This is an optimization exercise on Yosys and OpenROAD, whose aim is small area, a short achievable clock period and few clock cycles per item, not a production implementation.
In this exercise RTL edits were held to simulation tests only and were not proved equivalent to the original.

$ cat flow/flow/run.sh
#!/bin/bash
set -o pipefail
export SETUP_SLACK_MARGIN=10
bash standard.sh 2>&1 | tee run_standard.log
$ cat flow/standard.sh
#!/bin/bash
# synth_recipe.tcl (not shown) runs the flow's synth.tcl, then flattens the netlist and writes it again
# the make line also repeats each setting of config.mk as NAME=value (left out here)
make -C /OpenROAD-flow-scripts/flow DESIGN_CONFIG=/design/flow/config.mk WORK_HOME=/design/flow/orfs CLKGATE_MAP_FILE= SYNTH_SCRIPT=/design/flow/synth_recipe.tcl "${@:-finish}"
$ cat flow/config.mk
export PLATFORM = sky130hd
export DESIGN_NAME = integer_alu_floored_division
export DESIGN_NICKNAME = integer_alu_floored_division
export VERILOG_FILES = /design/flow/design.v
export SDC_FILE = /design/flow/constraint.sdc
export NUM_CORES = 4
export LEC_CHECK = 0
export CAP_MARGIN = 20
export CORE_MARGIN = 2
export CORE_UTILIZATION = 40
export SLEW_MARGIN = 20
$ cat flow/constraint.sdc
create_clock -name core_clock -period 14.0 [get_ports {clk}]
set_input_delay 2.8000 -clock core_clock [delete_from_list [all_inputs] [get_ports {clk}]]
set_output_delay 2.8000 -clock core_clock [all_outputs]
set_load 0.01 [all_outputs]
$ cat flow/design.v
package ialu_pkg;
	localparam int unsigned XLEN = 32;
	localparam int unsigned CMDW = 4;
	localparam int unsigned DIV_BITS_PER_STAGE = 4;
	localparam int unsigned DIV_STAGES = XLEN / DIV_BITS_PER_STAGE;
	localparam logic [XLEN-1:0] HIGH_HALF_MASK = 32'hFFFF_0000;
	localparam logic [XLEN-1:0] LOW_HALF_MASK  = 32'h0000_FFFF;
	typedef enum logic [CMDW-1:0] {
		CMD_ADD = 4'd0,
		CMD_SUB = 4'd1,
		CMD_MUL = 4'd2,
		CMD_DIV = 4'd3,
		CMD_CMP = 4'd4,
		CMD_SHL = 4'd5,
		CMD_SHR = 4'd6,
		CMD_SAR = 4'd7,
		CMD_AND = 4'd8,
		CMD_OR  = 4'd9,
		CMD_XOR = 4'd10,
		CMD_NOT = 4'd11,
		CMD_LDL = 4'd12,
		CMD_LDH = 4'd13
	} cmd_t;
	typedef struct packed {
		logic [XLEN-1:0] quo;    
		logic [XLEN-1:0] rem;
		logic [XLEN-1:0] den;    
		logic [XLEN-1:0] b;      
		logic            neg_a;
		logic            neg_b;
	} div_data_t;
	typedef struct packed {
		logic [XLEN-1:0] res;
		logic            is_div;
		logic            div_zero;
		logic            fw;
		logic            rw;
	} res_info_t;
endpackage
module integer_alu_floored_division (
	input  logic        clk,
	input  logic        arst_n,
	input  logic        in_valid,
	output logic        in_ready,
	input  logic [3:0]  command,
	input  logic [31:0] operand_a,
	input  logic [31:0] operand_b,
	output logic        out_valid,
	input  logic        out_ready,
	output logic [31:0] result_value,
	output logic [31:0] remainder_value,
	output logic        negative_flag,
	output logic        zero_flag,
	output logic        flags_written,
	output logic        result_written,
	output logic        error_code
);
	localparam logic [3:0] C_ADD = 4'd0, C_SUB = 4'd1, C_MUL = 4'd2, C_DIV = 4'd3,
		C_CMP = 4'd4, C_SHL = 4'd5, C_SHR = 4'd6, C_SAR = 4'd7, C_AND = 4'd8,
		C_OR = 4'd9, C_XOR = 4'd10, C_NOT = 4'd11, C_LDL = 4'd12, C_LDH = 4'd13;
	localparam int EX = 0, MU = 1, D0 = 2, D1 = 3, D2 = 4, D3 = 5, IT = 6, F1 = 7, F2 = 8;
	logic        xv;
	logic [31:0] xa, xb;
	logic [8:0]  st;
	logic [4:0]  cnt;
	logic        o_add, o_sub, o_mul, o_div, o_shl, o_shr, o_sar, o_and, o_or,
	             o_xor, o_not, o_ldl, o_ldh, o_pass;
	logic        xfw, xrw, xerr, bigsh, bz;
	logic        sa, sb, rz, first, mlast;
	logic        bneg, btwo, bzero, qz;  
	logic        a_w, a_inv, a_en, b_inv, b_en, cin;
	logic        wv;
	logic [31:0] w;
	logic        wz, wfw, wrw, werr;
	logic        ov;
	logic [31:0] ores, orem;
	logic        oz, ofw, orw, oerr;
	logic        rdy;
	function automatic logic [31:0] rev32(input logic [31:0] v);
		for (int i = 0; i < 32; i++) rev32[i] = v[31-i];
	endfunction
	function automatic logic [5:0] clz32(input logic [31:0] v);
		clz32 = 6'd32;
		for (int i = 0; i < 32; i++) if (v[i]) clz32 = 31 - i;
	endfunction
	wire sd = sa ^ sb;
	function automatic logic [2:0] booth(input logic d1, input logic d0, input logic p);
		booth[2] = d1 & ~(d0 & p);                          
		booth[1] = (d1 & ~d0 & ~p) | (~d1 & d0 & p);        
		booth[0] = (d1 == d0) & (d0 == p);                  
	endfunction
	wire mul_b = st[MU];
	wire [31:0] bsrc = mul_b ? (btwo ? {xa[30:0], 1'b0} : xa) : xb;
	wire        binv = mul_b ? bneg : b_inv;
	wire        ben  = mul_b ? ~bzero : b_en;
	wire        c_in = mul_b ? bneg : cin;
	wire [31:0] aop = ((a_w ? w : xa) ^ {32{a_inv}}) & {32{a_en}};
	wire [31:0] bop = (bsrc ^ {32{binv}}) & {32{ben}};
	wire [33:0] sum_x = {1'b0, aop, 1'b1} + {1'b0, bop, c_in};
	wire [31:0] sum = sum_x[32:1];
	wire        qbit = sum_x[33];  
	wire [31:0] s_p = aop ^ bop;
	wire [31:0] s_k = {aop[30:0] | bop[30:0], c_in};
	wire        sum_zero = &(s_p ~^ s_k);
	wire [31:0] sh_in   = st[D3] ? xb : xa;
	wire        sh_left = st[D3] | o_shl;
	wire        sh_fill = o_sar & xa[31];
	wire [31:0] sh_r_in = sh_left ? rev32(sh_in) : sh_in;
	wire [32:0] sh_ext  = $signed({sh_fill, sh_r_in}) >>> cnt;
	wire [31:0] sh_out  = sh_left ? rev32(sh_ext[31:0]) : sh_ext[31:0];
	wire sel_sum = o_add | o_sub | o_mul | (o_div & st[F2]);
	logic [31:0] oth;
	always_comb begin
		oth = 32'd0;
		if (o_shl | o_shr) oth = oth | (bigsh ? 32'd0 : sh_out);
		if (o_sar) oth = oth | (bigsh ? {32{xa[31]}} : sh_out);
		if (o_and) oth = oth | (xa & xb);
		if (o_or)  oth = oth | (xa | xb);
		if (o_xor) oth = oth | (xa ^ xb);
		if (o_not) oth = oth | ~xa;
		if (o_ldl) oth = oth | {xa[31:16], xb[15:0]};
		if (o_ldh) oth = oth | {xb[15:0], xa[15:0]};
		if (o_pass) oth = oth | xa;
	end
	wire [31:0] res = sel_sum ? sum : oth;
	wire        rzero = sel_sum ? sum_zero : ~|oth;
	wire        rfw  = xfw;
	wire        rrw  = xrw;
	wire        rerr = xerr;
	wire ofree  = ~ov | out_ready;
	wire xs     = xv & (st[EX] | (st[D2] & bz) | (st[MU] & mlast));
	wire xf2    = xv & st[F2] & ~ov & ~wv;
	wire x_to_o = (xs & ~wv & ofree) | xf2;
	wire x_to_w = xs & (wv ? ofree : ~ofree);
	wire x_leave = x_to_o | x_to_w;
	wire mul_it = xv & st[MU] & ~mlast & ~wv;
	wire accept = rdy;    
	wire xv_n = rdy ? in_valid : (xv & ~x_leave);
	wire wv_n = x_to_w | (wv & ~ofree);
	wire ov_n = ofree ? (wv | x_to_o) : 1'b1;
	wire [5:0] za = clz32(xa);
	wire [5:0] zb = clz32(xb);
	wire [6:0] sdiff = {1'b0, zb} - {1'b0, za};
	wire       q_zero = sdiff[6];
	wire n_mul = (command == C_MUL);
	wire n_div = (command == C_DIV);
	logic [8:0] st_n;
	always_comb begin
		st_n = st;
		if (accept) begin
			st_n = '0;
			if (n_mul) st_n[MU] = 1'b1;
			else if (n_div) begin
				if (operand_a[31] | operand_b[31]) st_n[D0] = 1'b1;
				else st_n[D2] = 1'b1;
			end else st_n[EX] = 1'b1;
		end else if (xv) begin
			if (st[D0]) st_n = (sb & sa) ? 9'b1 << D1 : 9'b1 << D2;
			if (st[D1]) st_n = 9'b1 << D2;
			if (st[D2] & ~bz & ~wv) st_n = 9'b1 << D3;
			if (st[D3]) st_n = qz ? 9'b1 << F1 : 9'b1 << IT;
			if (st[IT] & (cnt == 5'd0)) st_n = 9'b1 << F1;
			if (st[F1]) st_n = 9'b1 << F2;
		end
	end
	logic a_w_n, a_inv_n, a_en_n, b_inv_n, b_en_n, cin_n;
	wire sub_n = accept ? ((command == C_SUB) | (command == C_CMP)) : o_sub;
	wire sa_n  = accept ? operand_a[31] : sa;
	wire sb_n  = accept ? operand_b[31] : sb;
	always_comb begin
		a_w_n = 1'b0; a_inv_n = 1'b0; a_en_n = 1'b1;
		b_inv_n = 1'b0; b_en_n = 1'b1; cin_n = 1'b0;
		if (st_n[EX]) begin
			b_inv_n = sub_n; cin_n = sub_n;
		end
		if (st_n[MU]) begin
			a_w_n = 1'b1; a_en_n = ~(accept | first & ~mul_it);
		end
		if (st_n[D0]) begin
			if (sb_n) begin a_en_n = 1'b0; b_inv_n = 1'b1; cin_n = 1'b1; end
			else begin a_inv_n = 1'b1; b_en_n = 1'b0; cin_n = 1'b1; end
		end
		if (st_n[D1]) begin
			a_inv_n = 1'b1; b_en_n = 1'b0; cin_n = 1'b1;
		end
		if (st_n[IT]) begin
			b_inv_n = 1'b1; cin_n = 1'b1;
		end
		if (st_n[F1]) begin
			a_inv_n = sa; b_inv_n = ~sa; b_en_n = sd; cin_n = sa | sd;
		end
		if (st_n[F2]) begin
			a_w_n = 1'b1; a_inv_n = sd; b_en_n = 1'b0; cin_n = sd & (xa == 32'd0);
		end
	end
	wire new_simple = ~n_mul & ~n_div;
	wire mlast_port = (operand_b[31:1] == {31{operand_b[31]}});
	wire eq31_3     = (xb[31:3] == {29{xb[31]}});
	wire mlast_n    = accept ? mlast_port : (mul_it ? eq31_3 : mlast);
	wire bz_port    = (operand_b == 32'd0);
	wire xsimple_n  = accept ? (new_simple | (n_mul & mlast_port)) :
		(st[EX] | (st[D2] & bz) | (st[MU] & mlast_n));
	wire f2_n = ~accept & xv & (st[F1] | (st[F2] & ~xf2));
	wire rdy_n = ~xv_n | (xsimple_n & ~wv_n) | (f2_n & ~ov_n & ~wv_n);
	always_ff @(posedge clk or negedge arst_n) begin
		if (!arst_n) begin
			xv  <= 1'b0;
			wv  <= 1'b0;
			ov  <= 1'b0;
			rdy <= 1'b1;
		end else begin
			xv  <= xv_n;
			wv  <= wv_n;
			ov  <= ov_n;
			rdy <= rdy_n;
		end
	end
	always_ff @(posedge clk) begin
		st <= st_n;
		a_w <= a_w_n; a_inv <= a_inv_n; a_en <= a_en_n;
		b_inv <= b_inv_n; b_en <= b_en_n; cin <= cin_n;
		mlast <= mlast_n;
	end
	always_ff @(posedge clk) begin
		if (accept) begin
			xa <= operand_a;
			xb <= operand_b;
			cnt <= operand_b[4:0];
			o_add <= (command == C_ADD);
			o_sub <= (command == C_SUB) | (command == C_CMP);
			o_mul <= n_mul;
			o_div <= n_div;
			o_shl <= (command == C_SHL);
			o_shr <= (command == C_SHR);
			o_sar <= (command == C_SAR);
			o_and <= (command == C_AND);
			o_or  <= (command == C_OR);
			o_xor <= (command == C_XOR);
			o_not <= (command == C_NOT);
			o_ldl <= (command == C_LDL);
			o_ldh <= (command == C_LDH);
			o_pass <= (command == 4'd14) | (command == 4'd15);
			xfw  <= ~((command == C_LDL) | (command == C_LDH) | (command[3:1] == 3'b111) |
				(n_div & bz_port));
			xrw  <= ~((command == C_CMP) | (command[3:1] == 3'b111) | (n_div & bz_port));
			xerr <= n_div & bz_port;
			bigsh <= |operand_b[31:5];
			bz <= bz_port;
			sa <= operand_a[31];
			sb <= operand_b[31];
			first <= 1'b1;
			{bneg, btwo, bzero} <= booth(operand_b[1], operand_b[0], 1'b0);
		end else if (xv) begin
			if (mul_it) begin
				xa <= {xa[29:0], 2'b00};
				xb <= {{2{xb[31]}}, xb[31:2]};
				{bneg, btwo, bzero} <= booth(xb[3], xb[2], xb[1]);
				first <= 1'b0;
			end
			if (st[D0]) begin
				if (sb) xb <= sum;
				else xa <= sum;
			end
			if (st[D1]) xa <= sum;
			if (st[D2]) begin
				cnt <= sdiff[4:0];
				qz <= q_zero;
			end
			if (st[D3] & ~qz) xb <= sh_out;
			if (st[IT]) begin
				if (qbit) xa <= sum;
				if (cnt != 5'd0) begin
					xb <= {1'b0, xb[31:1]};
					cnt <= cnt - 5'd1;
				end
			end
			if (st[F1]) begin
				xb <= (xa == 32'd0) ? 32'd0 : sum;
				rz <= (xa == 32'd0);
			end
		end
	end
	always_ff @(posedge clk) begin
		if (x_to_w) begin
			w    <= res;
			wz   <= rzero;
			wfw  <= rfw;
			wrw  <= rrw;
			werr <= rerr;
		end else if (xv && !wv) begin
			if (st[D2] | st[D3]) w <= 32'd0;
			else if (st[IT]) w <= {w[30:0], qbit};
			else if (mul_it) w <= sum;
		end
	end
	always_ff @(posedge clk) begin
		if (ofree) begin
			if (wv) begin
				ores <= w;
				orem <= 32'd0;
				oz   <= wz;
				ofw  <= wfw;
				orw  <= wrw;
				oerr <= werr;
			end else begin
				ores <= res;
				orem <= st[F2] ? xb : 32'd0;
				oz   <= rzero;
				ofw  <= rfw;
				orw  <= rrw;
				oerr <= rerr;
			end
		end
	end
	assign in_ready        = rdy;
	assign out_valid       = ov;
	assign result_value    = ores;
	assign remainder_value = orem;
	assign negative_flag   = ores[31];
	assign zero_flag       = oz;
	assign flags_written   = ofw;
	assign result_written  = orw;
	assign error_code      = oerr;
endmodule
==> impl_metrics.json, run 1 <==
{
  "worst_pin_slew_ns": 1.26,
  "dp_cells": 3606,
  "place_congestion": 1.06,
  "rsz0062_at_grt": "yes",
  "critPathCapture": "xb[9]",
  "synth_area_sq_um": 23300,
  "clk_pin_slew_worst_paths_ns": 0.06,
  "cp-start-kind": "flop",
  "cp_max_fo": 3,
  "drtIter0Drc": 4296,
  "grt_overflow": 0,
  "synth_xor_area_share_pct": 4.78,
  "vias_per_cell": 6.95,
  "grt_pass1_vias": 25200,
  "row_count": 88,
  "async_reset_ff_share_pct": 1.83,
  "synth_edf_count": 197,
  "crit_required_ns": 14.31,
  "synthTopCellsByArea": "edfxtp_1 (25%), ha_1 (7.6%), mux4_2 (5.3%)",
  "io_pins": 143,
  "htreeDepth": 1,
  "min_period_ns": 4.35,
  "synth_fa_ha_area_share_pct": 7.76,
  "cts_root_buf": "clkbuf_16",
  "yosysSeqAreaShare_pct": 27.4,
  "fin_skew_ns": 0.0190,
  "synth_most_common_cell": "nand2_1",
  "critPathTopFamily": "compound AO/OA/AOI/OAI gates",
  "ff2ff_setup_slack_ns": 9.65,
  "tns_ns": 0,
  "synth_top_family_by_area": "compound AO/OA/AOI/OAI gates",
  "wl_microns": 140000,
  "synth_common_cells": "nand2_1 (317), o21ai_0 (231), clkbuf_1 (224)",
  "slowest_delay_ns": 0.35,
  "cts_sinks": 219,
  "reg2reg_to": "xb[9]",
  "clock_path_buffers": 3,
  "fmax_mhz": 230,
  "crit_start": "xa[1]",
  "portBuffers": 142,
  "ys.flop_type": "edfxtp_1",
  "slew_headroom_pct": 15.3,
  "via_count": 27400,
  "initial_utilization_pct": 40.4,
  "status": "no timing/DRC/antenna violations",
  "dp_hpwl_microns": 95000,
  "antenna_found_initial": 18,
  "ys_seq_elements": 219,
  "cp_cell_sequence": "buf_6 > clkinvlp_4 > o211ai_1 > o21ai_2 > xor2_1 > nand2_1 > ha_4 > buf_4 > nor2b_4 > o31a_1 > buf_4 > buf_4 > o21ai_2 > o21ai_1 > a21oi_2 > xor2_2 > buf_4 > a211oi_1 > a211oi_1 > o32a_1 > o21ai_0",
  "reg2reg_depth": 21,
  "drt_pass1_iterations": 9,
  "ant_nets": 0,
  "drv_cap": 0,
  "worst-path-stages": 21,
  "final_cells": 3942,
  "yosysWarnings": 1,
  "grt_pass1_wl_microns": 192000,
  "synth_mux_area_share_pct": 11.0,
  "cts_tree": "yes",
  "area_delta_synth_final_pct": 38.0,
  "multi_input_area_sq_um": 18100,
  "postLayoutCoreUtil_pct": 55.7,
  "critPathCaptureType": "flop",
  "hp-class": "flop to flop",
  "fillers": 5132,
  "fin_nets": 3363,
  "synth_nets": 3078,
  "die_w_microns": 245,
  "yosysTopAreaCell": "edfxtp_1",
  "syn_inst": 2863,
  "slew_violations": 0,
  "finalHoldViolCount": 0,
  "critical_path_class": "flop to flop",
  "grt_usage_pct": 44.9,
  "fin_crit_sh_pct": 31.0,
  "drc_errors": 0,
  "cts_made_buffers": 27,
  "die-area_sq_um": 60100,
  "worst_path_most_repeated_cell": "buf_4",
  "cp_slowest_cell": "edfxtp_1",
  "yosys.area.top_type_share_pct": 25.4,
  "syn_area_per_cell_sq_um": 8.12,
  "synthDistinctLibCells": 88,
  "core_sq_um": 57600,
  "die_y_microns": 245,
  "wl_per_cell_microns": 35.5,
  "r2r-start": "xa[1]",
  "grt_max_degree": 71,
  "path_buf_inv": 6,
  "drive_gt1_share_pct": 31.1,
  "synth_compound_area_share_pct": 24.6,
  "arrival_ns": 4.65,
  "synth-simple-area-share_pct": 17.1,
  "clkLatencyLatePin_ns": 0.58,
  "final-seq-area_sq_um": 6400,
  "final-setup-viol-count": 0
}
## cell type report
| cell class | count | share of cell area, % |
|---|---|---|
| multi-input cells | 2206 | 56.4 |
| flip-flops and latches | 219 | 19.9 |
| repair buffers | 513 | 15.4 |
| well taps | 765 | 2.98 |
| inverters | 181 | 2.23 |
| clock buffers | 27 | 2.11 |
| clock inverters | 21 | 0.803 |
| diodes | 10 | 0.0780 |
## metrics by stage
stage	hold slack (ns)	instance area, sq um	setup WS (ns)
after floorplan	0.420	23400	9.40
after global placement	0.439	25500	8.35
after detailed placement	0.441	25500	8.31
after CTS	0.458	30500	9.81
after global routing	0.472	32100	9.49
final	0.454	32100	9.65
## kinds of logic after synthesis
| kind of cell | count (synthesis) |
|---|---|
| compound gates | 880 |
| xor+xnor | 127 |
| fa+ha+maj | 143 |
| buf+inv | 447 |
| flops | 219 |
| mux | 180 |
| simple gates | 867 |
## registers in the layout (all words and copies together), names as in the netlist, 5 cells and up
name,count
cnt,5
orem,32
ores,32
st,9
w,32
xa,32
xb,32
## placed cells by master, fill, tap and decap left out, drive strengths merged, types with 54 or more instances in the layout
cell type / instances
inv: 174
mux4: 55
edfxtp: 197
mux2i: 71
o211ai: 72
buf: 403
a21oi: 214
and2: 72
xnor2: 65
ha: 141
nand2: 320
o21ai: 237
xor2: 62
nor2: 223
nor3: 62
mux2: 54
## per-layer routing
layer | vias to the layer above | global-route usage, % | wire (microns) | part of all wire [%]
met4 | 12 | 26.5 | 11200 | 8.0
met1 | 13300 | 57.1 | 50900 | 36
met5 | - | 0 | 244 | 0.17
li1 | 11100 | - | - | -
met2 | 2391 | 64.4 | 56400 | 40
met3 | 610 | 17.0 | 21100 | 15
## what timing repair did
action	in CTS	in global routing
buffers inserted	203	54
pin swaps	129	161
gates cloned	20	1
gates resized for setup	718	338
hold buffers	0	0
endpoints found under the setup margin	323	148
## worst min path at each step
stage               start  endpoint  slack [ns]  cells past startpoint
global placement      xrw       wrw        0.44                      0
CTS                  xerr      werr        0.46                      0
detailed placement    xrw       wrw        0.44                      0
floorplan           first     first        0.42                      2
global route         xerr      werr        0.47                      0
finish               xerr      werr        0.45                      0
Testbench counts, summed over its fixed seeds: cycles 35,384, items 16,000.
==> inputs of run 2 (changes only) <==
--- a/flow/design.v
+++ b/flow/design.v
@@ -66,5 +66,5 @@
 	logic        o_add, o_sub, o_mul, o_div, o_shl, o_shr, o_sar, o_and, o_or,
 	             o_xor, o_not, o_ldl, o_ldh, o_pass;
-	logic        xfw, xrw, xerr, bigsh, bz;
+	logic        xfw, xrw, bigsh, bz;
 	logic        sa, sb, rz, first, mlast;
 	logic        bneg, btwo, bzero, qz;  
@@ -125,7 +125,7 @@
 	wire [31:0] res = sel_sum ? sum : oth;
 	wire        rzero = sel_sum ? sum_zero : ~|oth;
-	wire        rfw  = xfw;
-	wire        rrw  = xrw;
-	wire        rerr = xerr;
+	wire        rfw  = o_div ? st[F2] : xfw;
+	wire        rrw  = o_div ? st[F2] : xrw;
+	wire        rerr = o_div & ~st[F2];
 	wire ofree  = ~ov | out_ready;
 	wire xs     = xv & (st[EX] | (st[D2] & bz) | (st[MU] & mlast));
@@ -195,9 +195,8 @@
 	end
 	wire new_simple = ~n_mul & ~n_div;
-	wire mlast_port = (operand_b[31:1] == {31{operand_b[31]}});
 	wire eq31_3     = (xb[31:3] == {29{xb[31]}});
-	wire mlast_n    = accept ? mlast_port : (mul_it ? eq31_3 : mlast);
+	wire mlast_n    = accept ? 1'b0 : (mul_it ? eq31_3 : mlast);
 	wire bz_port    = (operand_b == 32'd0);
-	wire xsimple_n  = accept ? (new_simple | (n_mul & mlast_port)) :
+	wire xsimple_n  = accept ? new_simple :
 		(st[EX] | (st[D2] & bz) | (st[MU] & mlast_n));
 	wire f2_n = ~accept & xv & (st[F1] | (st[F2] & ~xf2));
@@ -241,8 +240,6 @@
 			o_ldh <= (command == C_LDH);
 			o_pass <= (command == 4'd14) | (command == 4'd15);
-			xfw  <= ~((command == C_LDL) | (command == C_LDH) | (command[3:1] == 3'b111) |
-				(n_div & bz_port));
-			xrw  <= ~((command == C_CMP) | (command[3:1] == 3'b111) | (n_div & bz_port));
-			xerr <= n_div & bz_port;
+			xfw  <= ~((command == C_LDL) | (command == C_LDH) | (command[3:1] == 3'b111));
+			xrw  <= ~((command == C_CMP) | (command[3:1] == 3'b111));
 			bigsh <= |operand_b[31:5];
 			bz <= bz_port;
==> flow/flow/run.sh (replaced) <==
#!/bin/bash
set -o pipefail
DONT_USE="sky130_fd_sc_hd__probe_p_8 sky130_fd_sc_hd__probec_p_8 sky130_fd_sc_hd__lpflow_bleeder_1 sky130_fd_sc_hd__lpflow_clkbufkapwr_1 sky130_fd_sc_hd__lpflow_clkbufkapwr_16 sky130_fd_sc_hd__lpflow_clkbufkapwr_2 sky130_fd_sc_hd__lpflow_clkbufkapwr_4 sky130_fd_sc_hd__lpflow_clkbufkapwr_8 sky130_fd_sc_hd__lpflow_clkinvkapwr_1 sky130_fd_sc_hd__lpflow_clkinvkapwr_16 sky130_fd_sc_hd__lpflow_clkinvkapwr_2 sky130_fd_sc_hd__lpflow_clkinvkapwr_4 sky130_fd_sc_hd__lpflow_clkinvkapwr_8 sky130_fd_sc_hd__lpflow_decapkapwr_12 sky130_fd_sc_hd__lpflow_decapkapwr_3 sky130_fd_sc_hd__lpflow_decapkapwr_4 sky130_fd_sc_hd__lpflow_decapkapwr_6 sky130_fd_sc_hd__lpflow_decapkapwr_8 sky130_fd_sc_hd__lpflow_inputiso0n_1 sky130_fd_sc_hd__lpflow_inputiso0p_1 sky130_fd_sc_hd__lpflow_inputiso1n_1 sky130_fd_sc_hd__lpflow_inputiso1p_1 sky130_fd_sc_hd__lpflow_inputisolatch_1 sky130_fd_sc_hd__lpflow_isobufsrc_1 sky130_fd_sc_hd__lpflow_isobufsrc_16 sky130_fd_sc_hd__lpflow_isobufsrc_2 sky130_fd_sc_hd__lpflow_isobufsrc_4 sky130_fd_sc_hd__lpflow_isobufsrc_8 sky130_fd_sc_hd__lpflow_isobufsrckapwr_16 sky130_fd_sc_hd__lpflow_lsbuf_lh_hl_isowell_tap_1 sky130_fd_sc_hd__lpflow_lsbuf_lh_hl_isowell_tap_2 sky130_fd_sc_hd__lpflow_lsbuf_lh_hl_isowell_tap_4 sky130_fd_sc_hd__lpflow_lsbuf_lh_isowell_4 sky130_fd_sc_hd__lpflow_lsbuf_lh_isowell_tap_1 sky130_fd_sc_hd__lpflow_lsbuf_lh_isowell_tap_2 sky130_fd_sc_hd__lpflow_lsbuf_lh_isowell_tap_4  sky130_fd_sc_hd__clkdlybuf4s15_1 sky130_fd_sc_hd__clkdlybuf4s15_2 sky130_fd_sc_hd__clkdlybuf4s18_1 sky130_fd_sc_hd__clkdlybuf4s18_2 sky130_fd_sc_hd__clkdlybuf4s25_1 sky130_fd_sc_hd__clkdlybuf4s25_2 sky130_fd_sc_hd__clkdlybuf4s50_1 sky130_fd_sc_hd__clkdlybuf4s50_2 sky130_fd_sc_hd__dlygate4sd1_1 sky130_fd_sc_hd__dlygate4sd2_1 sky130_fd_sc_hd__dlygate4sd3_1 sky130_fd_sc_hd__dlymetal6s2s_1 sky130_fd_sc_hd__dlymetal6s4s_1 sky130_fd_sc_hd__dlymetal6s6s_1 "
bash standard.sh "DONT_USE_CELLS=$DONT_USE" SETUP_SLACK_MARGIN=10 finish 2>&1 | tee run_standard.log
--- a/flow/config.mk
+++ b/flow/config.mk
@@ -6,6 +6,7 @@
 export NUM_CORES = 4
 export LEC_CHECK = 0
+export ABC_AREA = 1
 export CAP_MARGIN = 20
 export CORE_MARGIN = 2
-export CORE_UTILIZATION = 40
+export CORE_UTILIZATION = 60
 export SLEW_MARGIN = 20
==> run 2 against run 1 <==
The flow now stops in 5_1_grt. Area after synthesis is 2.1% lower. Synthesized cell count is 23% higher.
==> impl_metrics.json, run 2 <==
{
  "row_count": 71,
  "cts_sinks": 218,
  "ys_seq_elements": 218,
  "grt_usage_pct": 73.4,
  "io_pins": 143,
  "syn_area_per_cell_sq_um": 6.45,
  "ys.flop_type": "edfxtp_1",
  "cts_root_buf": "clkbuf_16",
  "cts_made_buffers": 26,
  "grt_max_degree": 59,
  "error": "[ERROR GRT-0232] Routing congestion too high. Check the congestion heatmap in the GUI.",
  "status": "did not finish",
  "clock_path_buffers": 3,
  "dp_hpwl_microns": 86200,
  "synthTopCellsByArea": "edfxtp_1 (26%), nand2_1 (15%), nand3_1 (8.7%)",
  "yosysTopAreaCell": "edfxtp_1",
  "yosysWarnings": 1,
  "synth_most_common_cell": "nand2_1",
  "synthDistinctLibCells": 66,
  "yosysSeqAreaShare_pct": 27.9,
  "synth_nets": 3744,
  "lastStage": "5_1_grt",
  "async_reset_ff_share_pct": 1.83,
  "portBuffers": 142,
  "synth_edf_count": 196,
  "die_w_microns": 199,
  "initial_utilization_pct": 60.8,
  "synth_common_cells": "nand2_1 (899), nand3_1 (394), o21ai_0 (356)",
  "htreeDepth": 1,
  "syn_inst": 3530,
  "yosys.area.top_type_share_pct": 25.8,
  "grt_overflow": 5,
  "place_congestion": 1.22,
  "die_y_microns": 199,
  "synth_area_sq_um": 22800
}
[run 2: per-layer routing]
metal  track usage (%)  GRT overflow
met2              87.4             3
met1              77.5             0
met3              59.2             1
met5              37.5             0
met4              63.9             1
[run 2: worst min path at each step]
| stage | slack, ns | startpoint | endpoint |
|---|---|---|---|
| after floorplan | 0.42 | first | first |
| after global placement | 0.42 | first | first |
| after detailed placement | 0.44 | first | first |
| after CTS | 0.45 | first | first |
[run 2: cells by family after synthesis]
group                      count (synthesis)  synth area share, %
and+or+nand+nor                         1731                 31.6
buffers and inverters                    547                 9.50
adders and majority gates                142                 7.86
xor gates and xnor gates                  40                 1.54
DFF                                      218                 27.9
muxes                                      2               0.0879
AOI/OAI and AO/OA                        850                 21.6
[run 2: per-stage QoR]
stage / util, % / cells / area (sq um) / setup slack [ns]
floorplan: - / 3530 / 22800 / 9.71
global placement: 62.2 / 4018 / 23300 / 8.06
detailed placement: 62.2 / 4018 / 23300 / 7.73
CTS: 70.2 / 4229 / 26300 / 9.84
[run 2: timing repair]
item | in CTS
pin swaps | 52
hold buffers | 0
setup buffers | 144
cloned | 20
endpoints found under the setup margin | 242
resized for setup | 313
Testbench counts of run 2, summed over its fixed seeds: cycles 35,513, items 16,000.
==> inputs of run 3 (changes only) <==
--- a/flow/config.mk
+++ b/flow/config.mk
@@ -9,4 +9,4 @@
 export CAP_MARGIN = 20
 export CORE_MARGIN = 2
-export CORE_UTILIZATION = 60
+export CORE_UTILIZATION = 40
 export SLEW_MARGIN = 20
==> run 3 against run 2 <==
Now clean on timing, DRC and antenna. Synthesized cell count unchanged. Area after synthesis stayed put.
==> impl_metrics.json, run 3 <==
{
  "status": "no timing/DRC/antenna violations",
  "crit_start": "xb[14]",
  "ys_seq_elements": 218,
  "synthDistinctLibCells": 66,
  "yosysTopAreaCell": "edfxtp_1",
  "r2r-start": "xb[14]",
  "grt_pass1_vias": 25600,
  "grt_busiest_layer": "met2",
  "final_cell_mix": "nand2_1 (838), nand3_1 (333), nor2_1 (325), o21ai_0 (272), inv_1 (258)",
  "io_pins": 143,
  "portBuffers": 142,
  "ant_nets": 0,
  "fin_nets": 3998,
  "cts_sinks": 218,
  "min_period_ns": 4.21,
  "clkLatencyLatePin_ns": 0.60,
  "core_sq_um": 56400,
  "wl_per_cell_microns": 29.4,
  "drtIter0Drc": 5091,
  "slew_headroom_pct": 4.80,
  "vias_per_cell": 6.41,
  "layout_commonest_cell": "nand2_1",
  "yosysSeqAreaShare_pct": 27.9,
  "fin_crit_sh_pct": 30.1,
  "cts_tree": "yes",
  "critPathCaptureType": "flop",
  "grtUsageMet2_pct": 60.0,
  "syn_area_per_cell_sq_um": 6.45,
  "async_reset_ff_share_pct": 1.83,
  "cp_max_fo": 6,
  "slew_violations": 0,
  "grt_usage_pct": 43.1,
  "cts_made_buffers": 27,
  "worst_path_most_repeated_cell": "nand2_1",
  "drt_pass1_iterations": 10,
  "rsz0062_at_grt": "yes",
  "worst_pin_slew_ns": 1.43,
  "antenna_found_initial": 7,
  "synth_nets": 3744,
  "die_w_microns": 243,
  "synth_edf_count": 196,
  "critical_path_class": "flop to flop",
  "htreeDepth": 1,
  "row_count": 87,
  "cts_hold_buf": 0,
  "clk_pin_slew_worst_paths_ns": 0.06,
  "cp_slowest_cell": "edfxtp_1",
  "synth_common_cells": "nand2_1 (899), nand3_1 (394), o21ai_0 (356)",
  "grt_max_degree": 75,
  "place_congestion": 1.07,
  "die_y_microns": 243,
  "hold_depth": 2,
  "via_count": 29300,
  "dp_hpwl_microns": 94000,
  "synth_area_sq_um": 22800,
  "yosysWarnings": 1,
  "synth_most_common_cell": "nand2_1",
  "grt_pass1_wl_microns": 185000,
  "syn_inst": 3530,
  "drive_gt1_share_pct": 16.6,
  "arrival_ns": 4.52,
  "clock_path_buffers": 3,
  "ff2ff_setup_slack_ns": 9.79,
  "final-setup-viol-count": 0,
  "crit_required_ns": 14.31,
  "finalHoldViolCount": 0,
  "met3_usage_pct": 17.8,
  "die-area_sq_um": 58900,
  "synthTopCellsByArea": "edfxtp_1 (26%), nand2_1 (15%), nand3_1 (8.7%)",
  "area_delta_synth_final_pct": 25.1,
  "initial_utilization_pct": 40.4,
  "tns_ns": 0,
  "hp-class": "flop to flop",
  "grt_overflow": 0,
  "met1_usage_pct": 55.1,
  "ys.flop_type": "edfxtp_1",
  "fin_skew_ns": 0.0447,
  "cp-start-kind": "flop",
  "reg2reg_depth": 28,
  "fmax_mhz": 238,
  "slowest_delay_ns": 0.62,
  "drc_errors": 0,
  "drv_cap": 0,
  "postLayoutCoreUtil_pct": 50.6,
  "cts_root_buf": "clkbuf_16",
  "hold_end": "first",
  "yosys.area.top_type_share_pct": 25.8,
  "wl_microns": 134000,
  "reg2reg_to": "cnt[2]",
  "holdCritStartpoint": "first"
}
==> run 3: cell counts after synthesis <==
No cell type changed its count.
==> run 3: cell type report <==
type / count / area [sq um]
Fill cell: 5775 / 27900
Multi-Input combinational cell: 2778 / 16500
Sequential cell: 218 / 6360
Timing Repair Buffer: 427 / 2380
Inverter: 328 / 1360
Tap cell: 756 / 946
Clock buffer: 34 / 722
Clock inverter: 16 / 199
Timing Repair inverter: 4 / 31.3
Antenna cell: 7 / 17.5
==> run 3: worst max-delay path by stage <==
stage / slack, ns / endpoint / depth (start not counted)
floorplan: 9.71 / oerr / 2
global placement: 8.24 / xa[0] / 24
detailed placement: 8.13 / xa[15] / 25
CTS: 9.91 / xb[21] / 27
global route: 9.61 / cnt[2] / 39
finish: 9.79 / cnt[2] / 28
==> run 3: per-layer routing <==
| layer | up-vias | routed length, microns |
|---|---|---|
| li1 | 12600 | - |
| met1 | 13600 | 49500 |
| met2 | 2445 | 51500 |
| met3 | 679 | 21100 |
| met4 | 8 | 12000 |
| met5 | - | 155 |
==> run 3: per-stage QoR <==
stage	cells	hold WS (ns)	area (sq um)	setup slack, ns
after floorplan	3530	0.416	22800	9.71
after global placement	4281	0.467	23700	8.24
after detailed placement	4283	0.470	23800	8.13
after CTS	4472	0.482	26300	9.91
after global routing	4561	0.509	28500	9.61
final	4568	0.486	28500	9.79
==> run 3: cells by family after synthesis <==
kind of cell	synth area share, %
adder cells (fa/ha/maj)	7.86
multiplexers	0.0879
buffers and inverters	9.50
AO/OA/AOI/OAI	21.6
AND/OR/NAND/NOR	31.6
XOR/XNOR	1.54
flip-flops	27.9
==> run 3: what timing repair did <==
action,in CTS,in global routing
endpoints found under the setup margin,185,168
cloned,11,7
pin swaps,30,92
setup buffers,128,81
resized for setup,257,404
==> run 3: worst max-delay path: cells and delay by family, from the launching register on <==
family	cells	cell delay, ns
AO/OA/AOI/OAI	2	0.24
XOR/XNOR	1	0.12
adder cells (fa/ha/maj)	2	0.58
buffers and inverters	3	0.90
flip-flops	1	0.62
AND/OR/NAND/NOR	20	1.45
==> inputs of run 4 (changes only) <==
--- a/flow/design.v
+++ b/flow/design.v
@@ -59,8 +59,8 @@
 		C_CMP = 4'd4, C_SHL = 4'd5, C_SHR = 4'd6, C_SAR = 4'd7, C_AND = 4'd8,
 		C_OR = 4'd9, C_XOR = 4'd10, C_NOT = 4'd11, C_LDL = 4'd12, C_LDH = 4'd13;
-	localparam int EX = 0, MU = 1, D0 = 2, D1 = 3, D2 = 4, D3 = 5, IT = 6, F1 = 7, F2 = 8;
+	localparam int EX = 0, MU = 1, D0 = 2, D1 = 3, D2 = 4, D3 = 5, IT = 6, F1 = 7, F2 = 8, SW = 9;
 	logic        xv;
 	logic [31:0] xa, xb;
-	logic [8:0]  st;
+	logic [9:0]  st;
 	logic [4:0]  cnt;
 	logic        o_add, o_sub, o_mul, o_div, o_shl, o_shr, o_sar, o_and, o_or,
@@ -77,4 +77,5 @@
 	logic        oz, ofw, orw, oerr;
 	logic        rdy;
+	logic        ld;        
 	function automatic logic [31:0] rev32(input logic [31:0] v);
 		for (int i = 0; i < 32; i++) rev32[i] = v[31-i];
@@ -135,5 +136,5 @@
 	wire x_leave = x_to_o | x_to_w;
 	wire mul_it = xv & st[MU] & ~mlast & ~wv;
-	wire accept = rdy;    
+	wire accept = ld;
 	wire xv_n = rdy ? in_valid : (xv & ~x_leave);
 	wire wv_n = x_to_w | (wv & ~ofree);
@@ -144,11 +145,17 @@
 	wire       q_zero = sdiff[6];
 	wire n_mul = (command == C_MUL);
+	wire a_short = (operand_a[31:15] == {17{operand_a[31]}});
+	wire b_short = (operand_b[31:15] == {17{operand_b[31]}});
+	wire mswap = a_short & ~b_short;
 	wire n_div = (command == C_DIV);
-	logic [8:0] st_n;
+	logic [9:0] st_n;
 	always_comb begin
 		st_n = st;
 		if (accept) begin
 			st_n = '0;
-			if (n_mul) st_n[MU] = 1'b1;
+			if (n_mul) begin
+				if (mswap) st_n[SW] = 1'b1;
+				else st_n[MU] = 1'b1;
+			end
 			else if (n_div) begin
 				if (operand_a[31] | operand_b[31]) st_n[D0] = 1'b1;
@@ -156,10 +163,11 @@
 			end else st_n[EX] = 1'b1;
 		end else if (xv) begin
-			if (st[D0]) st_n = (sb & sa) ? 9'b1 << D1 : 9'b1 << D2;
-			if (st[D1]) st_n = 9'b1 << D2;
-			if (st[D2] & ~bz & ~wv) st_n = 9'b1 << D3;
-			if (st[D3]) st_n = qz ? 9'b1 << F1 : 9'b1 << IT;
-			if (st[IT] & (cnt == 5'd0)) st_n = 9'b1 << F1;
-			if (st[F1]) st_n = 9'b1 << F2;
+			if (st[SW]) st_n = 10'b1 << MU;
+			if (st[D0]) st_n = (sb & sa) ? 10'b1 << D1 : 10'b1 << D2;
+			if (st[D1]) st_n = 10'b1 << D2;
+			if (st[D2] & ~bz & ~wv) st_n = 10'b1 << D3;
+			if (st[D3]) st_n = qz ? 10'b1 << F1 : 10'b1 << IT;
+			if (st[IT] & (cnt == 5'd0)) st_n = 10'b1 << F1;
+			if (st[F1]) st_n = 10'b1 << F2;
 		end
 	end
@@ -181,4 +189,7 @@
 			else begin a_inv_n = 1'b1; b_en_n = 1'b0; cin_n = 1'b1; end
 		end
+		if (st_n[SW]) begin
+			a_en_n = 1'b0;    
+		end
 		if (st_n[D1]) begin
 			a_inv_n = 1'b1; b_en_n = 1'b0; cin_n = 1'b1;
@@ -207,5 +218,6 @@
 			wv  <= 1'b0;
 			ov  <= 1'b0;
-			rdy <= 1'b1;
+			rdy <= 1'b0;
+			ld  <= 1'b1;
 		end else begin
 			xv  <= xv_n;
@@ -213,4 +225,5 @@
 			ov  <= ov_n;
 			rdy <= rdy_n;
+			ld  <= rdy_n;
 		end
 	end
@@ -225,5 +238,5 @@
 			xa <= operand_a;
 			xb <= operand_b;
-			cnt <= operand_b[4:0];
+			cnt <= n_mul ? 5'd0 : operand_b[4:0];
 			o_add <= (command == C_ADD);
 			o_sub <= (command == C_SUB) | (command == C_CMP);
@@ -255,4 +268,9 @@
 				first <= 1'b0;
 			end
+			if (st[SW]) begin
+				xa <= sum;        
+				xb <= sh_out;     
+				{bneg, btwo, bzero} <= booth(xa[1], xa[0], 1'b0);
+			end
 			if (st[D0]) begin
 				if (sb) xb <= sum;
@@ -278,15 +296,14 @@
 		end
 	end
+	wire w_work = xv & ~wv & ((st[D2] & ~bz) | st[D3] | st[IT] | (st[MU] & ~mlast));
+	wire [31:0] w_d = ~w_work ? res :
+		(st[D2] | st[D3]) ? 32'd0 : st[IT] ? {w[30:0], qbit} : sum;
 	always_ff @(posedge clk) begin
+		if (x_to_w | w_work) w <= w_d;
 		if (x_to_w) begin
-			w    <= res;
 			wz   <= rzero;
 			wfw  <= rfw;
 			wrw  <= rrw;
 			werr <= rerr;
-		end else if (xv && !wv) begin
-			if (st[D2] | st[D3]) w <= 32'd0;
-			else if (st[IT]) w <= {w[30:0], qbit};
-			else if (mul_it) w <= sum;
 		end
 	end
==> run 4 against run 3 <==
Still clean. Clock-buffer cell count is 4 higher. Maximum frequency down 1.1%. Die area is 4.3% higher. Area after synthesis increased by 4.4%. Register-to-register slack worse by 0.05 ns. Global-route usage fell by 2.5 points. Sequential share of layout area down 0.41 points. Utilization down 0.83 points. Worst hold slack worse by 0.0089 ns.
==> impl_metrics.json, run 4 <==
{
  "clock_path_buffers": 3,
  "io_pins": 143,
  "slew_violations": 0,
  "wl_per_cell_microns": 27.9,
  "cp_max_fo": 12,
  "grt_pass1_vias": 26200,
  "synth_nets": 3878,
  "cp-start-kind": "flop",
  "synth_edf_count": 196,
  "synth_area_sq_um": 23800,
  "portBuffers": 142,
  "status": "no timing/DRC/antenna violations",
  "row_count": 89,
  "die_w_microns": 248,
  "async_reset_ff_share_pct": 2.27,
  "grt_max_degree": 61,
  "synth_common_cells": "nand2_1 (889), o21ai_0 (412), nor2_1 (351)",
  "critPathCaptureType": "flop",
  "worst_pin_slew_ns": 1.27,
  "yosysTopAreaCell": "edfxtp_1",
  "final-setup-viol-count": 0,
  "fin_skew_ns": 0.0359,
  "drt_pass1_iterations": 8,
  "drc_errors": 0,
  "cts_root_buf": "clkbuf_16",
  "fin_area_sq_um": 29300,
  "place_congestion": 1.11,
  "clk_pin_slew_worst_paths_ns": 0.07,
  "clkLatencyLatePin_ns": 0.61,
  "crit_required_ns": 14.34,
  "layout_commonest_cell": "nand2_1",
  "cts_tree": "yes",
  "fmax_mhz": 235,
  "drtIter0Drc": 4929,
  "fillers": 6041,
  "vias_per_cell": 6.40,
  "syn_inst": 3663,
  "synth_most_common_cell": "nand2_1",
  "finalHoldViolCount": 0,
  "grt_pass1_wl_microns": 182000,
  "ys.flop_type": "edfxtp_1",
  "slew_headroom_pct": 15.3,
  "fin_crit_sh_pct": 30.4,
  "min_period_ns": 4.26,
  "htreeDepth": 1,
  "rsz0062_at_grt": "yes",
  "core_sq_um": 58900,
  "antenna_found_initial": 12,
  "cts_made_buffers": 29,
  "yosysSeqAreaShare_pct": 26.9,
  "area_delta_synth_final_pct": 23.2,
  "syn_area_per_cell_sq_um": 6.49,
  "wl_microns": 132000,
  "dp_hpwl_microns": 93100,
  "grt_overflow": 0,
  "critical_path_class": "flop to flop",
  "initial_utilization_pct": 40.4,
  "cts_sinks": 220,
  "ys_seq_elements": 220,
  "drive_gt1_share_pct": 17.4,
  "cts_hold_buf": 0,
  "tns_ns": 0,
  "yosys.area.top_type_share_pct": 24.8,
  "synthDistinctLibCells": 69,
  "yosysWarnings": 1,
  "ant_nets": 0,
  "die_y_microns": 248,
  "post_dp_cell_area_sq_um": 24600,
  "final_cell_mix": "nand2_1 (837), o21ai_0 (327), nor2_1 (320), nand3_1 (288), buf_1 (285)",
  "grt_usage_pct": 40.6,
  "synthTopCellsByArea": "edfxtp_1 (25%), nand2_1 (14%), o21ai_0 (8.7%)",
  "via_count": 30400,
  "arrival_ns": 4.60,
  "fin_nets": 4153,
  "drv_cap": 0,
  "hp-class": "flop to flop",
  "die-area_sq_um": 61400
}
run 4: cell count changes in the layout (fill, tap and decap cells not counted), moves of 10 or more:
cell	previous run	this run
o21ai_0	272	327
nand3_1	333	288
a21oi_2	36	69
buf_1	253	285
a21oi_1	179	208
buf_2	71	100
o22ai_1	23	45
buf_6	45	26
nand3_4	25	7
nand3_2	37	20
a22oi_1	4	15
and2_1	0	10
run 4: cell families after synthesis:
kind of cell | share of synthesized area [%]
compound gates | 24.9
xor+xnor | 1.33
fa+ha+maj | 7.59
buf+inv | 9.77
flops | 26.9
simple gates | 29.5
run 4: what timing repair did:
action,CTS,global route
setup buffers,124,133
pin swaps,31,94
setup endpoints to repair,186,131
gates cloned,9,10
gates resized for setup,244,413
run 4: final cells by class:
type / count / area, sq um / area share (%)
Multi-Input combinational cell: 2879 / 17000 / 58.0
Sequential cell: 220 / 6420 / 21.9
Timing Repair Buffer: 476 / 2550 / 8.71
Inverter: 328 / 1410 / 4.80
Tap cell: 773 / 967 / 3.30
Clock buffer: 38 / 781 / 2.66
Clock inverter: 16 / 130 / 0.444
Timing Repair inverter: 4 / 40.0 / 0.137
Antenna cell: 5 / 12.5 / 0.0427
run 4: through the flow:
stage / instances / hold slack (ns) / utilization, % / setup slack [ns]
2_1_floorplan: 3663 / 0.417 / - / 9.53
3_3_place_gp: 4404 / 0.434 / 41.7 / 8.16
3_5_place_dp: 4404 / 0.436 / 41.7 / 8.07
4_1_cts: 4591 / 0.452 / 46.0 / 9.98
5_1_grt: 4735 / 0.532 / 49.7 / 9.66
6_report: 4739 / 0.477 / 49.7 / 9.74
run 4: worst paths after layout:
path / from / end / slack, ns / cells after the start
hold / removal: first / first / 0.48 / 2
min in group asynchronous: arst_n / rdy / 2.03 / 1
setup reg to reg: xa[16] / xb[19] / 9.74 / 12
max in group asynchronous: arst_n / ld / 11.71 / 1
setup / recovery: xa[16] / xb[19] / 9.74 / 12
hold reg to reg: first / first / 0.48 / 2
run 4: worst max-delay path: stages (launching register included):
cell and delay (ns):
edfxtp_1 0.45, buf_2 0.24, nor4_1 0.68, nand2_1 0.20, nor2_1 0.18, nand4_1 0.40, nand2_2 0.53, inv_1 0.43
clkbuf_2 0.44, nand2_1 0.16, nand2_1 0.07, a21oi_2 0.17, nor2_1 0.07
run 4: per-layer routing:
metal	share of wire, %	track usage (%)
met5	0.15	0
met4	8.7	26.2
met3	15	14.8
met2	39	57.2
met1	37	52.0
Testbench counts of run 4, summed over its fixed seeds: cycles 33,470, items 16,000.
==> inputs of run 5 (changes only) <==
==> flow/flow/run.sh (replaced) <==
#!/bin/bash
set -o pipefail
DONT_USE="sky130_fd_sc_hd__probe_p_8 sky130_fd_sc_hd__probec_p_8 sky130_fd_sc_hd__lpflow_bleeder_1 sky130_fd_sc_hd__lpflow_clkbufkapwr_1 sky130_fd_sc_hd__lpflow_clkbufkapwr_16 sky130_fd_sc_hd__lpflow_clkbufkapwr_2 sky130_fd_sc_hd__lpflow_clkbufkapwr_4 sky130_fd_sc_hd__lpflow_clkbufkapwr_8 sky130_fd_sc_hd__lpflow_clkinvkapwr_1 sky130_fd_sc_hd__lpflow_clkinvkapwr_16 sky130_fd_sc_hd__lpflow_clkinvkapwr_2 sky130_fd_sc_hd__lpflow_clkinvkapwr_4 sky130_fd_sc_hd__lpflow_clkinvkapwr_8 sky130_fd_sc_hd__lpflow_decapkapwr_12 sky130_fd_sc_hd__lpflow_decapkapwr_3 sky130_fd_sc_hd__lpflow_decapkapwr_4 sky130_fd_sc_hd__lpflow_decapkapwr_6 sky130_fd_sc_hd__lpflow_decapkapwr_8 sky130_fd_sc_hd__lpflow_inputiso0n_1 sky130_fd_sc_hd__lpflow_inputiso0p_1 sky130_fd_sc_hd__lpflow_inputiso1n_1 sky130_fd_sc_hd__lpflow_inputiso1p_1 sky130_fd_sc_hd__lpflow_inputisolatch_1 sky130_fd_sc_hd__lpflow_isobufsrc_1 sky130_fd_sc_hd__lpflow_isobufsrc_16 sky130_fd_sc_hd__lpflow_isobufsrc_2 sky130_fd_sc_hd__lpflow_isobufsrc_4 sky130_fd_sc_hd__lpflow_isobufsrc_8 sky130_fd_sc_hd__lpflow_isobufsrckapwr_16 sky130_fd_sc_hd__lpflow_lsbuf_lh_hl_isowell_tap_1 sky130_fd_sc_hd__lpflow_lsbuf_lh_hl_isowell_tap_2 sky130_fd_sc_hd__lpflow_lsbuf_lh_hl_isowell_tap_4 sky130_fd_sc_hd__lpflow_lsbuf_lh_isowell_4 sky130_fd_sc_hd__lpflow_lsbuf_lh_isowell_tap_1 sky130_fd_sc_hd__lpflow_lsbuf_lh_isowell_tap_2 sky130_fd_sc_hd__lpflow_lsbuf_lh_isowell_tap_4  sky130_fd_sc_hd__clkdlybuf4s15_1 sky130_fd_sc_hd__clkdlybuf4s15_2 sky130_fd_sc_hd__clkdlybuf4s18_1 sky130_fd_sc_hd__clkdlybuf4s18_2 sky130_fd_sc_hd__clkdlybuf4s25_1 sky130_fd_sc_hd__clkdlybuf4s25_2 sky130_fd_sc_hd__clkdlybuf4s50_1 sky130_fd_sc_hd__clkdlybuf4s50_2 sky130_fd_sc_hd__dlygate4sd1_1 sky130_fd_sc_hd__dlygate4sd2_1 sky130_fd_sc_hd__dlygate4sd3_1 sky130_fd_sc_hd__dlymetal6s2s_1 sky130_fd_sc_hd__dlymetal6s4s_1 sky130_fd_sc_hd__dlymetal6s6s_1 "
bash standard.sh "DONT_USE_CELLS=$DONT_USE" SETUP_SLACK_MARGIN=10 cts 2>&1 | tee run_standard_cts.log || exit 1
bash standard.sh "DONT_USE_CELLS=$DONT_USE" SETUP_SLACK_MARGIN=0 finish 2>&1 | tee run_standard_finish.log
==> run 5 against run 4 <==
Global-route usage did not move. Sequential share of layout area rose by 1.8 points. Flip-flop and latch count did not move. Highest routed layer unchanged.
==> impl_metrics.json, run 5 <==
{
  "status": "no timing/DRC/antenna violations",
  "clk_pin_slew_worst_paths_ns": 0.07,
  "synthDistinctLibCells": 69,
  "finalWorstSetupSlack_ns": 9.56,
  "via_count": 29200,
  "grt_usage_pct": 40.6,
  "ff2ff_setup_slack_ns": 9.56,
  "cts_root_buf": "clkbuf_16",
  "grt_max_degree": 61,
  "yosysTopAreaCell": "edfxtp_1",
  "fmax_mhz": 225,
  "synth_common_cells": "nand2_1 (889), o21ai_0 (412), nor2_1 (351)",
  "area_delta_synth_final_pct": 14.0,
  "critPathCapture": "xb[2]",
  "synth_nets": 3878,
  "min_period_ns": 4.44,
  "ys_seq_elements": 220,
  "post_dp_cell_area_sq_um": 24600,
  "cts_hold_buf": 0,
  "crit_required_ns": 14.33,
  "tns_ns": 0,
  "final-setup-viol-count": 0,
  "final_cell_mix": "nand2_1 (874), o21ai_0 (379), nor2_1 (345), nand3_1 (298), a21oi_1 (268)",
  "clkLatencyLatePin_ns": 0.61,
  "drt_pass1_iterations": 9,
  "cts_made_buffers": 29,
  "core_sq_um": 58900,
  "synthTopCellsByArea": "edfxtp_1 (25%), nand2_1 (14%), o21ai_0 (8.7%)",
  "cp-start-kind": "flop",
  "cp_max_fo": 48,
  "drv_cap": 0,
  "row_count": 89,
  "cts_tree": "yes",
  "portBuffers": 142,
  "place_congestion": 1.11,
  "grt_overflow": 0,
  "arrival_ns": 4.77,
  "htreeDepth": 1,
  "wl_microns": 128000,
  "io_pins": 143,
  "fillers": 6250,
  "clock_path_buffers": 3,
  "die_y_microns": 248,
  "cts_sinks": 220,
  "dp_hpwl_microns": 93100,
  "slew_headroom_pct": 24.1,
  "syn_area_per_cell_sq_um": 6.49,
  "dp_cells": 4404,
  "ys.flop_type": "edfxtp_1",
  "yosys.area.top_type_share_pct": 24.8,
  "vias_per_cell": 6.35,
  "fin_crit_sh_pct": 31.7,
  "critical_path_class": "flop to flop",
  "initial_utilization_pct": 40.4,
  "ant_nets": 0,
  "synth_most_common_cell": "nand2_1",
  "finalHoldViolCount": 0,
  "grt_pass1_vias": 26200,
  "crit_start": "st[5]",
  "place_ws_ns": 8.07,
  "async_reset_ff_share_pct": 2.27,
  "grt_pass1_wl_microns": 182000,
  "drtIter0Drc": 4612,
  "slew_violations": 0,
  "r2r-start": "st[5]",
  "reg2reg_to": "xb[2]",
  "antenna_found_initial": 11,
  "synth_edf_count": 196,
  "fin_area_sq_um": 27100,
  "drive_gt1_share_pct": 10.4,
  "reg2reg_depth": 9,
  "rsz0062_at_grt": "no",
  "drc_errors": 0,
  "fin_nets": 4010,
  "hp-class": "flop to flop",
  "final_cells": 4596,
  "yosysWarnings": 1,
  "yosysSeqAreaShare_pct": 26.9,
  "die_w_microns": 248,
  "wl_per_cell_microns": 27.8,
  "worst_pin_slew_ns": 1.14,
  "multi_input_area_sq_um": 15800,
  "die-area_sq_um": 61400,
  "fin_skew_ns": 0.0318,
  "hold_depth": 2,
  "synth_area_sq_um": 23800,
  "final-seq-area_sq_um": 6410,
  "layout_commonest_cell": "nand2_1",
  "syn_inst": 3663,
  "critPathCaptureType": "flop"
}
==> run 5: kinds of logic after synthesis <==
logic type	count (synthesis)	share of synthesized area, %
adders and majority gates	143	7.59
xor gates and xnor gates	36	1.33
buffers and inverters	573	9.77
AOI/OAI and AO/OA	1017	24.9
and+or+nand+nor	1674	29.5
DFF	220	26.9
==> run 5: metal layers <==
metal	track usage [%]	routed length [microns]
met1	52.0	48700
met2	57.2	50100
met3	14.8	18200
met4	26.2	10700
met5	0	41
==> run 5: what timing repair did <==
| action | CTS | global route |
|---|---|---|
| endpoints found under the setup margin | 186 | 0 |
| setup buffers | 124 | 0 |
| gates resized for setup | 244 | 0 |
==> run 5: worst min-delay path by stage <==
stage          slack, ns   from  endpoint
2_1_floorplan       0.42  first     first
3_3_place_gp        0.43  first     first
3_5_place_dp        0.44  first     first
4_1_cts             0.45  first     first
5_1_grt             0.51  first     first
6_report            0.46  first     first
==> run 5: worst max-delay path, cell delays in order, from the launching register on <==
cell and delay, ns:
dfxtp_1 0.35, buf_8 0.33, inv_8 0.19, nor2_4 0.81, clkinv_1 0.77, buf_2 0.56, a21oi_1 0.24, a221oi_1 0.09
o21ai_0 0.68, nand2_1 0.09
==> run 5: final cells by class <==
cell class	count	share of cell area (%)
Timing Repair inverter	2	0.0600
Inverter	328	5.01
Multi-Input combinational cell	2877	58.4
Antenna cell	5	0.0462
Tap cell	773	3.57
Clock inverter	16	0.480
Clock buffer	38	2.88
Timing Repair Buffer	337	5.91
Sequential cell	220	23.7
==> run 5: metrics by stage <==
step / util, % / hold WS (ns)
global route: 46.0 / 0.511
finish: 46.0 / 0.456
floorplan: - / 0.417
detailed placement: 41.7 / 0.436
global placement: 41.7 / 0.434
CTS: 46.0 / 0.452
==> inputs of run 6 (changes only) <==
--- a/flow/design.v
+++ b/flow/design.v
@@ -101,7 +101,4 @@
 	wire [31:0] sum = sum_x[32:1];
 	wire        qbit = sum_x[33];  
-	wire [31:0] s_p = aop ^ bop;
-	wire [31:0] s_k = {aop[30:0] | bop[30:0], c_in};
-	wire        sum_zero = &(s_p ~^ s_k);
 	wire [31:0] sh_in   = st[D3] ? xb : xa;
 	wire        sh_left = st[D3] | o_shl;
@@ -125,5 +122,5 @@
 	end
 	wire [31:0] res = sel_sum ? sum : oth;
-	wire        rzero = sel_sum ? sum_zero : ~|oth;
+	wire        rzero = ~|res;
 	wire        rfw  = o_div ? st[F2] : xfw;
 	wire        rrw  = o_div ? st[F2] : xrw;
==> run 6 against run 5 <==
Still clean on timing, DRC and antenna. Worst setup slack lost 0.014 ns. Clock-buffer cell count shrank 3. Maximum frequency shrank 0.32%. Flip-flop and latch count is the same. Non-clock buffer count shrank 7. Clock skew shrank 0.0071 ns. Sequential share of layout area grew 1.7 points. Synthesized cell count shrank 7.5%. Critical path depth grew 13. Via count shrank 7.4%. Largest cell class unchanged.
==> impl_metrics.json, run 6 <==
{
  "layout_commonest_cell": "nand2_1",
  "async_reset_ff_share_pct": 2.27,
  "dp_cells": 4124,
  "synthTopCellsByArea": "edfxtp_1 (27%), nand2_1 (14%), o21ai_0 (10%)",
  "yosys.area.top_type_share_pct": 26.5,
  "row_count": 86,
  "drv_cap": 0,
  "final-setup-viol-count": 0,
  "vias_per_cell": 6.28,
  "yosysSeqAreaShare_pct": 28.8,
  "cp_cell_sequence": "buf_6 > nor2_4 > a21oi_1 > a22oi_1 > o21ai_0 > nand2_1 > nand2_1 > nand2_1 > nand3_1 > nand3_1 > nand3_1 > nand3_1 > nand2_1 > nand2_1 > nand2_1 > o21ai_1 > nand2_1 > nor2_2 > nand2_1 > nor2_2 > nand3_1 > nand2_1",
  "worst_path_most_repeated_cell": "nand2_1",
  "fmax_mhz": 224,
  "cts_tree": "yes",
  "die_y_microns": 240,
  "fin_nets": 3716,
  "ys_seq_elements": 220,
  "die-area_sq_um": 57400,
  "slew_headroom_pct": 21.4,
  "syn_area_per_cell_sq_um": 6.55,
  "synth_most_common_cell": "nand2_1",
  "critPathCaptureType": "flop",
  "fin_skew_ns": 0.0247,
  "core_sq_um": 55000,
  "final_cells": 4305,
  "cp-start-kind": "flop",
  "dp_hpwl_microns": 86300,
  "portBuffers": 142,
  "crit_required_ns": 14.46,
  "finalHoldViolCount": 0,
  "ant_nets": 0,
  "cts_root_buf": "clkbuf_16",
  "fin_crit_sh_pct": 31.8,
  "initial_utilization_pct": 40.4,
  "io_pins": 143,
  "cts_sinks": 220,
  "rsz0062_at_grt": "no",
  "min_period_ns": 4.46,
  "grt_pass1_vias": 24500,
  "synthDistinctLibCells": 63,
  "die_w_microns": 240,
  "cts_made_buffers": 28,
  "place_congestion": 1.05,
  "clkLatencyLatePin_ns": 0.60,
  "grt_max_degree": 78,
  "wl_per_cell_microns": 27.3,
  "grt_usage_pct": 40.2,
  "slew_violations": 0,
  "drt_pass1_iterations": 9,
  "cts_hold_buf": 0,
  "final_cell_mix": "nand2_1 (809), o21ai_0 (435), nand3_1 (310), a21oi_1 (278), nor2_1 (275)",
  "synth_common_cells": "nand2_1 (831), o21ai_0 (450), nand3_1 (310)",
  "grt_pass1_wl_microns": 169000,
  "yosysWarnings": 1,
  "drtIter0Drc": 4172,
  "synth_area_sq_um": 22200,
  "wl_microns": 117000,
  "drc_errors": 0,
  "clock_path_buffers": 3,
  "synth_nets": 3573,
  "grt_overflow": 0,
  "htreeDepth": 1,
  "status": "no timing/DRC/antenna violations",
  "antenna_found_initial": 3,
  "ys.flop_type": "edfxtp_1",
  "clk_pin_slew_worst_paths_ns": 0.07,
  "tns_ns": 0,
  "slowest_delay_ns": 0.56,
  "hold_depth": 2,
  "area_delta_synth_final_pct": 14.1,
  "worst_pin_slew_ns": 1.18,
  "via_count": 27000,
  "cp_max_fo": 12,
  "yosysTopAreaCell": "edfxtp_1",
  "critical_path_class": "flop to flop",
  "cp_slowest_cell": "a22oi_1",
  "synth_edf_count": 196,
  "arrival_ns": 4.92,
  "drive_gt1_share_pct": 9.18,
  "syn_inst": 3389,
  "reg2reg_depth": 22,
  "hp-class": "flop to flop"
}
[run 6: changes by cell type after synthesis, sizes merged, moves of 7 or more]
cell	delta
buf	-29
o21ai	+19
xor2	+17
nand2	-66
nor2	-70
o22ai	-25
inv	-75
a2111o	-7
a2111oi	+9
a211oi	+7
o2111ai	-8
ha	-31
clkbuf	+7
[run 6: cells by family after synthesis]
| logic type | synth area share [%] |
|---|---|
| buffers and inverters | 8.63 |
| muxes | 0.101 |
| and+or+nand+nor | 28.4 |
| AOI/OAI and AO/OA | 25.7 |
| DFF | 28.8 |
| adders and majority gates | 6.38 |
| xor gates and xnor gates | 1.97 |
[run 6: worst paths after layout]
kind                       endpoint  slack (ns)  startpoint
min reg2reg                   first        0.50       first
max                              oz        9.54       o_shl
max reg2reg                      oz        9.54       o_shl
min in group asynchronous        ov        2.04      arst_n
min                           first        0.50       first
max in group asynchronous        ld       11.70      arst_n
[run 6: per-stage QoR]
stage | util (%) | worst slack (ns) | instance area, sq um | hold slack [ns]
5_1_grt | 46.0 | 9.47 | 25300 | 0.537
2_1_floorplan | - | 9.52 | 22200 | 0.417
3_5_place_dp | 41.9 | 8.20 | 23100 | 0.466
3_3_place_gp | 41.9 | 8.04 | 23000 | 0.430
4_1_cts | 46.0 | 9.98 | 25300 | 0.498
6_report | 46.1 | 9.54 | 25300 | 0.497
[run 6: critical path: cells and delay by family (launching register included)]
family,cells,cell delay (ns)
compound gates,4,1.07
flops,1,0.38
buf+inv,1,0.17
simple gates,17,2.69
[run 6: layer usage]
metal | wire length [microns] | GRT usage [%]
met1 | 45400 | 51.9
met2 | 46500 | 56.7
met3 | 15400 | 12.4
met4 | 10200 | 28.1
met5 | 0 | 0
[run 6: repair_timing]
| item | CTS | global route |
|---|---|---|
| setup buffers | 120 | 0 |
| endpoints found under the setup margin | 189 | 0 |
| gates resized for setup | 226 | 0 |
| hold endpoints to repair | 0 | 0 |
[run 6: area by class of cell]
class / instances / area [sq um]
Timing Repair Buffer: 330 / 1600
Timing Repair inverter: 2 / 10.0
Inverter: 259 / 1090
Antenna cell: 4 / 10.0
Clock buffer: 35 / 768
Multi-Input combinational cell: 2691 / 14400
Clock inverter: 16 / 105
Tap cell: 748 / 936
Fill cell: 5833 / 29700
Sequential cell: 220 / 6410
Testbench counts of run 6, summed over its fixed seeds: cycles 33,470, items 16,000.

-- re-timing with driven ports --
The results above use ideal ports. As a check the final layouts listed here were re-extracted and re-timed, cells and wires unchanged.
Step 1: set_driving_cell puts a clkbuf_16 on clk and a buf_2 on each other input, an assumption about the parent block.
Step 2 times the ports against the registers' clock, not the clock port: input delays grow and output delays shrink by t, the midpoint of the rising clock arrivals with the driver on.
Three values: ideal, step 1, step 2; two values: the first two.
run	t, ns	setup WS [ns]	worst setup path at the end
run 1	0.631	9.655 / 9.655 / 9.407	input to register
run 3	0.639	9.790 / 9.790 / 9.393	input to register
run 4	0.657	9.741 / 9.741 / 9.384	input to register
run 5	0.655	9.559 / 9.559 / 9.302	input to register
run 6	0.643	9.545 / 9.545 / 9.232	input to register
After both steps every run listed still meets setup and hold. The setup slack of run 3, which loses most, moves by 0.000 ns with the drivers and by -0.397 ns with both steps.
